This design comes from an exercise in tuning for small area, a short achievable clock period and few clock cycles per item on the open sky130 flow, not from production work.
RTL that was checked went through simulation tests only; none was proved equivalent to the original.

==> inputs of v1 <==
==> flow/design.v <==
package cc20_pkg;
	localparam int CFG_IDX_W = 3;
	localparam int CFG_DATA_W = 64;
	localparam logic [31:0] SIGMA0 = 32'h61707865;
	localparam logic [31:0] SIGMA1 = 32'h3320646e;
	localparam logic [31:0] SIGMA2 = 32'h79622d32;
	localparam logic [31:0] SIGMA3 = 32'h6b206574;
endpackage
module cc20_front
(
	input logic clk,
	input logic cfg_we,
	input logic [2:0] cfg_idx,
	input logic [63:0] cfg_wdata,
	output logic [255:0] key,
	output logic [95:0] nonce,
	output logic [31:0] init_ctr
);
	always_ff @(posedge clk) begin
		if (cfg_we) begin
			case (cfg_idx)
				3'd0: key[63:0] <= cfg_wdata;
				3'd1: key[127:64] <= cfg_wdata;
				3'd2: key[191:128] <= cfg_wdata;
				3'd3: key[255:192] <= cfg_wdata;
				3'd4: nonce[63:0] <= cfg_wdata;
				3'd5: nonce[95:64] <= cfg_wdata[31:0];
				3'd6: init_ctr <= cfg_wdata[31:0];
				default: ;
			endcase
		end
	end
endmodule
module cc20_add32
(
	input logic [31:0] a,
	input logic [31:0] b,
	output logic [31:0] s
);
	always_comb begin
		logic [31:0] g, p, g2, p2;
		g = a & b;
		p = a ^ b;
		for (int l = 0; l < 5; l++) begin
			g2 = g;
			p2 = p;
			for (int i = 0; i < 32; i++) begin
				if (i[l]) begin
					g2[i] = g[i] | (p[i] & g[((i >> l) << l) - 1]);
					p2[i] = p[i] & p[((i >> l) << l) - 1];
				end
			end
			g = g2;
			p = p2;
		end
		s = a ^ b ^ {g[30:0], 1'b0};
	end
endmodule
import cc20_pkg::*;
module cc20_quarter
(
	input logic [31:0] a,
	input logic [31:0] b,
	input logic [31:0] c,
	input logic [31:0] d,
	output logic [31:0] ao,
	output logic [31:0] bo,
	output logic [31:0] co,
	output logic [31:0] do_
);
	logic [31:0] a1, c1, s1, s2, s3, s4, d1, b1;
	cc20_add32 u_a1 (.a(a), .b(b), .s(a1));
	assign s1 = d ^ a1;
	assign d1 = {s1[15:0], s1[31:16]};
	cc20_add32 u_c1 (.a(c), .b(d1), .s(c1));
	assign s2 = b ^ c1;
	assign b1 = {s2[19:0], s2[31:20]};
	cc20_add32 u_a2 (.a(a1), .b(b1), .s(ao));
	assign s3 = d1 ^ ao;
	assign do_ = {s3[23:0], s3[31:24]};
	cc20_add32 u_c2 (.a(c1), .b(do_), .s(co));
	assign s4 = b1 ^ co;
	assign bo = {s4[24:0], s4[31:25]};
endmodule
module cc20_back
(
	input logic clk,
	input logic arst_n,
	input logic load,             
	input logic [31:0] load_ctr,
	input logic [255:0] key,
	input logic [95:0] nonce,
	input logic [31:0] ctr,       
	input logic [2:0] slot,
	output logic done,            
	output logic [63:0] ks
);
	logic [511:0] st_q;
	logic [511:0] init_c;
	logic [511:0] rnd;
	logic [127:0] q [4];
	logic [4:0] round_q;
	logic busy_q;
	logic [63:0] st_slot, in_slot;
	assign init_c = {nonce, load_ctr, key, SIGMA3, SIGMA2, SIGMA1, SIGMA0};
	for (genvar j = 0; j < 4; j++) begin : g_lane
		cc20_quarter u_q (
			.a(st_q[32*j +: 32]), .b(st_q[32*(4+j) +: 32]), .c(st_q[32*(8+j) +: 32]), .d(st_q[32*(12+j) +: 32]),
			.ao(q[j][31:0]), .bo(q[j][63:32]), .co(q[j][95:64]), .do_(q[j][127:96])
		);
	end
	always_comb begin
		for (int r = 0; r < 4; r++)
			for (int j = 0; j < 4; j++)
				rnd[32*(4*r+j) +: 32] = q[(r - j) & 3][32*r +: 32];
	end
	assign done = busy_q && round_q == 5'd19;
	always_ff @(posedge clk) begin
		if (load)
			st_q <= init_c;
		else if (busy_q)
			st_q <= rnd;
	end
	always_ff @(posedge clk or negedge arst_n) begin
		if (!arst_n) begin
			busy_q <= 1'b0;
			round_q <= '0;
		end else if (load) begin
			busy_q <= 1'b1;
			round_q <= '0;
		end else if (busy_q) begin
			round_q <= round_q + 5'd1;
			if (round_q == 5'd19)
				busy_q <= 1'b0;
		end
	end
	always_comb begin
		st_slot = st_q[{slot, 6'd0} +: 64];
		case (slot)
			3'd0: in_slot = {SIGMA1, SIGMA0};
			3'd1: in_slot = {SIGMA3, SIGMA2};
			3'd2: in_slot = key[63:0];
			3'd3: in_slot = key[127:64];
			3'd4: in_slot = key[191:128];
			3'd5: in_slot = key[255:192];
			3'd6: in_slot = {nonce[31:0], ctr};
			default: in_slot = nonce[95:32];
		endcase
	end
	cc20_add32 u_ff0 (.a(st_slot[31:0]), .b(in_slot[31:0]), .s(ks[31:0]));
	cc20_add32 u_ff1 (.a(st_slot[63:32]), .b(in_slot[63:32]), .s(ks[63:32]));
endmodule
import cc20_pkg::*;
module chacha20_stream_cipher
(
	input logic clk,
	input logic arst_n,
	input logic cfg_we,
	input logic [CFG_IDX_W-1:0] cfg_idx,
	input logic [CFG_DATA_W-1:0] cfg_wdata,
	input logic in_valid,
	output logic in_ready,
	input logic [68:0] in_payload,
	output logic out_valid,
	input logic out_ready,
	output logic [67:0] out_payload
);
	function automatic logic [63:0] byte_mask(input logic [3:0] cnt);
		logic [63:0] m;
		m = '0;
		for (int i = 0; i < 8; i++) begin
			if (cnt > 4'(i))
				m[i*8 +: 8] = 8'hff;
		end
		byte_mask = m;
	endfunction
	logic [255:0] key_q;
	logic [95:0] nonce_q;
	logic [31:0] init_ctr_q;
	logic [31:0] ctr_q;       
	logic [2:0] pos_q;        
	logic kv_q;               
	logic fresh_q;            
	logic out_valid_q;
	logic [67:0] out_q;
	logic sk_valid_q;         
	logic sk_raw_q;           
	logic [67:0] sk_q;
	logic done;
	logic [63:0] ks;
	logic load;
	logic [31:0] load_ctr;
	logic start_in;
	logic acc, acc_raw, cook;
	logic out_free;
	logic want_start;
	logic [63:0] x_data;
	logic [3:0] x_cnt;
	logic [67:0] cooked;
	cc20_front u_front (
		.clk(clk), .cfg_we(cfg_we), .cfg_idx(cfg_idx), .cfg_wdata(cfg_wdata),
		.key(key_q), .nonce(nonce_q), .init_ctr(init_ctr_q)
	);
	assign start_in = in_payload[4];
	assign out_free = !out_valid_q || out_ready;
	assign in_ready = kv_q && !sk_valid_q;
	assign acc = in_valid && in_ready;
	assign acc_raw = acc && start_in && !fresh_q;
	assign cook = sk_valid_q && sk_raw_q && kv_q;
	assign want_start = (in_valid && start_in && !fresh_q && !sk_valid_q) || (sk_raw_q && !fresh_q);
	assign load = !cfg_we && (want_start || ((acc && !acc_raw) || cook) && pos_q == 3'd7);
	assign load_ctr = want_start ? init_ctr_q : ctr_q + 32'd1;
	cc20_back u_back (
		.clk(clk), .arst_n(arst_n), .load(load), .load_ctr(load_ctr), .key(key_q), .nonce(nonce_q),
		.ctr(ctr_q), .slot(pos_q), .done(done), .ks(ks)
	);
	assign x_data = sk_raw_q ? sk_q[67:4] : in_payload[68:5];
	assign x_cnt = sk_raw_q ? sk_q[3:0] : in_payload[3:0];
	assign cooked = {(x_data ^ ks) & byte_mask(x_cnt), x_cnt};
	always_ff @(posedge clk) begin
		if (load)
			ctr_q <= load_ctr;
		if (out_free)
			out_q <= (sk_valid_q && !sk_raw_q) ? sk_q : cooked;
		if (!sk_valid_q || cook)
			sk_q <= acc_raw ? {in_payload[68:5], in_payload[3:0]} : cooked;
	end
	always_ff @(posedge clk or negedge arst_n) begin
		if (!arst_n) begin
			pos_q <= '0;
			kv_q <= 1'b0;
			fresh_q <= 1'b0;
			out_valid_q <= 1'b0;
			sk_valid_q <= 1'b0;
			sk_raw_q <= 1'b0;
		end else begin
			if (cfg_we) begin
				kv_q <= 1'b0;
				fresh_q <= 1'b0;
			end else if (load) begin
				kv_q <= 1'b0;
				pos_q <= '0;
				fresh_q <= want_start;
			end else if (done) begin
				kv_q <= 1'b1;
			end else if ((acc && !acc_raw) || cook) begin
				pos_q <= pos_q + 3'd1;
				fresh_q <= 1'b0;
			end
			if (out_free)
				out_valid_q <= (sk_valid_q && !sk_raw_q) || cook || (acc && !acc_raw);
			if (acc && (acc_raw || !out_free)) begin
				sk_valid_q <= 1'b1;
				sk_raw_q <= acc_raw;
			end else if (cook) begin
				sk_valid_q <= !out_free;
				sk_raw_q <= 1'b0;
			end else if (out_free && !sk_raw_q) begin
				sk_valid_q <= 1'b0;
			end
		end
	end
	assign out_valid = out_valid_q;
	assign out_payload = out_q;
endmodule
==> flow/flow/run.sh <==
#!/bin/bash
# Standard ORFS layout; repair_timing aims for extra setup slack so that the
# achieved clock period is shorter than the target period.
set -euo pipefail
bash standard.sh SETUP_SLACK_MARGIN=15 finish > standard_flow.log 2>&1
==> flow/standard.sh <==
#!/bin/bash
# synth_recipe.tcl (not shown) runs the flow's synth.tcl, then flattens the netlist and writes it again
# the make line also repeats each setting of config.mk as NAME=value (left out here)
make -C /OpenROAD-flow-scripts/flow DESIGN_CONFIG=/design/flow/config.mk WORK_HOME=/design/flow/orfs CLKGATE_MAP_FILE= SYNTH_SCRIPT=/design/flow/synth_recipe.tcl "${@:-finish}"
==> flow/config.mk <==
export PLATFORM = sky130hd
export DESIGN_NAME = chacha20_stream_cipher
export DESIGN_NICKNAME = chacha20_stream_cipher
export VERILOG_FILES = /design/flow/design.v
export SDC_FILE = /design/flow/constraint.sdc
export NUM_CORES = 4
export LEC_CHECK = 0
export CAP_MARGIN = 40
export CELL_PAD_IN_SITES_DETAIL_PLACEMENT = 0
export CELL_PAD_IN_SITES_GLOBAL_PLACEMENT = 1
export CORE_MARGIN = 2
export CORE_UTILIZATION = 35
export PLACE_DENSITY = 0.45
export SETUP_SLACK_MARGIN = 5
export SLEW_MARGIN = 40
==> flow/constraint.sdc <==
create_clock -name core_clock -period 24.0 [get_ports {clk}]
set_input_delay 4.8000 -clock core_clock [delete_from_list [all_inputs] [get_ports {clk}]]
set_output_delay 4.8000 -clock core_clock [all_outputs]
set_load 0.01 [all_outputs]
==> inputs of v14, as changes to v1 <==
--- a/flow/design.v
+++ b/flow/design.v
@@ -183,7 +183,5 @@
 	logic fresh_q;            
+	logic gen_q;              
 	logic out_valid_q;
 	logic [67:0] out_q;
-	logic sk_valid_q;         
-	logic sk_raw_q;           
-	logic [67:0] sk_q;
 	logic done;
@@ -193,8 +191,6 @@
 	logic start_in;
-	logic acc, acc_raw, cook;
+	logic acc;
 	logic out_free;
 	logic want_start;
-	logic [63:0] x_data;
-	logic [3:0] x_cnt;
-	logic [67:0] cooked;
+	logic cfg_ctr;
 	cc20_front u_front (
@@ -205,9 +201,8 @@
 	assign out_free = !out_valid_q || out_ready;
-	assign in_ready = kv_q && !sk_valid_q;
+	assign in_ready = kv_q && out_free && (!start_in || fresh_q);
 	assign acc = in_valid && in_ready;
-	assign acc_raw = acc && start_in && !fresh_q;
-	assign cook = sk_valid_q && sk_raw_q && kv_q;
-	assign want_start = (in_valid && start_in && !fresh_q && !sk_valid_q) || (sk_raw_q && !fresh_q);
-	assign load = !cfg_we && (want_start || ((acc && !acc_raw) || cook) && pos_q == 3'd7);
-	assign load_ctr = want_start ? init_ctr_q : ctr_q + 32'd1;
+	assign want_start = in_valid && start_in && !fresh_q;
+	assign cfg_ctr = cfg_we && cfg_idx == 3'd6;
+	assign load = cfg_ctr || (!cfg_we && (want_start || (acc && pos_q == 3'd7)));
+	assign load_ctr = cfg_ctr ? cfg_wdata[31:0] : want_start ? init_ctr_q : ctr_q + 32'd1;
 	cc20_back u_back (
@@ -216,5 +211,2 @@
 	);
-	assign x_data = sk_raw_q ? sk_q[67:4] : in_payload[68:5];
-	assign x_cnt = sk_raw_q ? sk_q[3:0] : in_payload[3:0];
-	assign cooked = {(x_data ^ ks) & byte_mask(x_cnt), x_cnt};
 	always_ff @(posedge clk) begin
@@ -222,6 +214,4 @@
 			ctr_q <= load_ctr;
-		if (out_free)
-			out_q <= (sk_valid_q && !sk_raw_q) ? sk_q : cooked;
-		if (!sk_valid_q || cook)
-			sk_q <= acc_raw ? {in_payload[68:5], in_payload[3:0]} : cooked;
+		if (acc)
+			out_q <= {(in_payload[68:5] ^ ks) & byte_mask(in_payload[3:0]), in_payload[3:0]};
 	end
@@ -232,16 +222,18 @@
 			fresh_q <= 1'b0;
+			gen_q <= 1'b0;
 			out_valid_q <= 1'b0;
-			sk_valid_q <= 1'b0;
-			sk_raw_q <= 1'b0;
 		end else begin
-			if (cfg_we) begin
+			if (cfg_we && !cfg_ctr) begin
 				kv_q <= 1'b0;
 				fresh_q <= 1'b0;
+				gen_q <= 1'b0;
 			end else if (load) begin
 				kv_q <= 1'b0;
+				gen_q <= 1'b1;
 				pos_q <= '0;
-				fresh_q <= want_start;
+				fresh_q <= cfg_ctr || want_start;
 			end else if (done) begin
 				kv_q <= 1'b1;
-			end else if ((acc && !acc_raw) || cook) begin
+				gen_q <= 1'b0;
+			end else if (acc) begin
 				pos_q <= pos_q + 3'd1;
@@ -250,12 +242,3 @@
 			if (out_free)
-				out_valid_q <= (sk_valid_q && !sk_raw_q) || cook || (acc && !acc_raw);
-			if (acc && (acc_raw || !out_free)) begin
-				sk_valid_q <= 1'b1;
-				sk_raw_q <= acc_raw;
-			end else if (cook) begin
-				sk_valid_q <= !out_free;
-				sk_raw_q <= 1'b0;
-			end else if (out_free && !sk_raw_q) begin
-				sk_valid_q <= 1'b0;
-			end
+				out_valid_q <= acc;
 		end
--- a/flow/flow/run.sh
+++ b/flow/flow/run.sh
@@ -4,2 +4,2 @@
 set -euo pipefail
-bash standard.sh SETUP_SLACK_MARGIN=15 finish > standard_flow.log 2>&1
+bash standard.sh SETUP_SLACK_MARGIN=13 finish > standard_flow.log 2>&1
CORE_UTILIZATION = 45   (was 35)
PLACE_DENSITY = 0.55   (was 0.45)
==> flow_summary.toml <==
[synth]
synth_enable_flop_cells = 936
post_synth_xor_area_fraction_pct = 12.9
synth_top_area_share_pct = 37.7
ys_ff_latch = 1078
post_synthesis_adder_cell_area_fraction_pct = 11.6

[timing]
max_freq_mhz = 79.8
finalCriticalPeriod_ns = 12.53

[status]
run_status = "complete, no violations"

[grt]
global_route_usage_sum_pct = 47.5
grt.met2_usage_pct = 66.8
initial_antenna_violation_count = 84

[finish]
layout_common_cells = "edfxtp_1, nand2_1, buf_4, ha_1, nor2_1"
final_design_area_no_fill_um2 = 101000
multi_input_area_share_pct = 51.4

[worst_setup_path]
crit_fanout = 6
-- figures above: v1

==> flow_summary.toml <==
[finish]
multi_input_area_share_pct = 51.5
layout_common_cells = "edfxtp_1, nand2_1, ha_1, buf_4, nor2_1"
final_design_area_no_fill_um2 = 87700

[synth]
synth_top_area_share_pct = 37.2
post_synth_xor_area_fraction_pct = 13.6
post_synthesis_adder_cell_area_fraction_pct = 12.4

[grt]
grt.met2_usage_pct = 67.3
global_route_usage_sum_pct = 54.6
initial_antenna_violation_count = 107

[worst_setup_path]
crit_fanout = 4

[timing]
max_freq_mhz = 83.2

[status]
run_status = "complete, no violations"
-- figures above: v14

Testbench counts of v14, summed over its fixed seeds: cycles 9,060, words 2,260.
No functional check of the RTL was part of v1.

## port drivers added, routing unchanged
No port has a modelled driver above. Below, the same layouts with a new extraction and two added sets of constraints.
Step 1, drivers: a clkbuf_16 drives clk and a buf_2 each remaining input, both assumed.
Step 2 adds t to the input delays and takes it off the output delays; t is the mean of the earliest and latest rising clock arrival at the registers after step 1. Input paths then give back, and output paths get back, about the clock's delay inside the block.
Slacks: ideal / step 1 / step 2; pairs: ideal / step 1.
run	t (ns)	setup WS [ns]	worst setup path after step 2	slew at the worst register clock pin (ns)
v1	0.913	11.475 / 11.475 / 11.475	register to register	0.08 / 0.08
v14	0.903	11.976 / 11.976 / 11.976	register to register	0.08 / 0.08
After both steps every run listed still meets setup and hold.
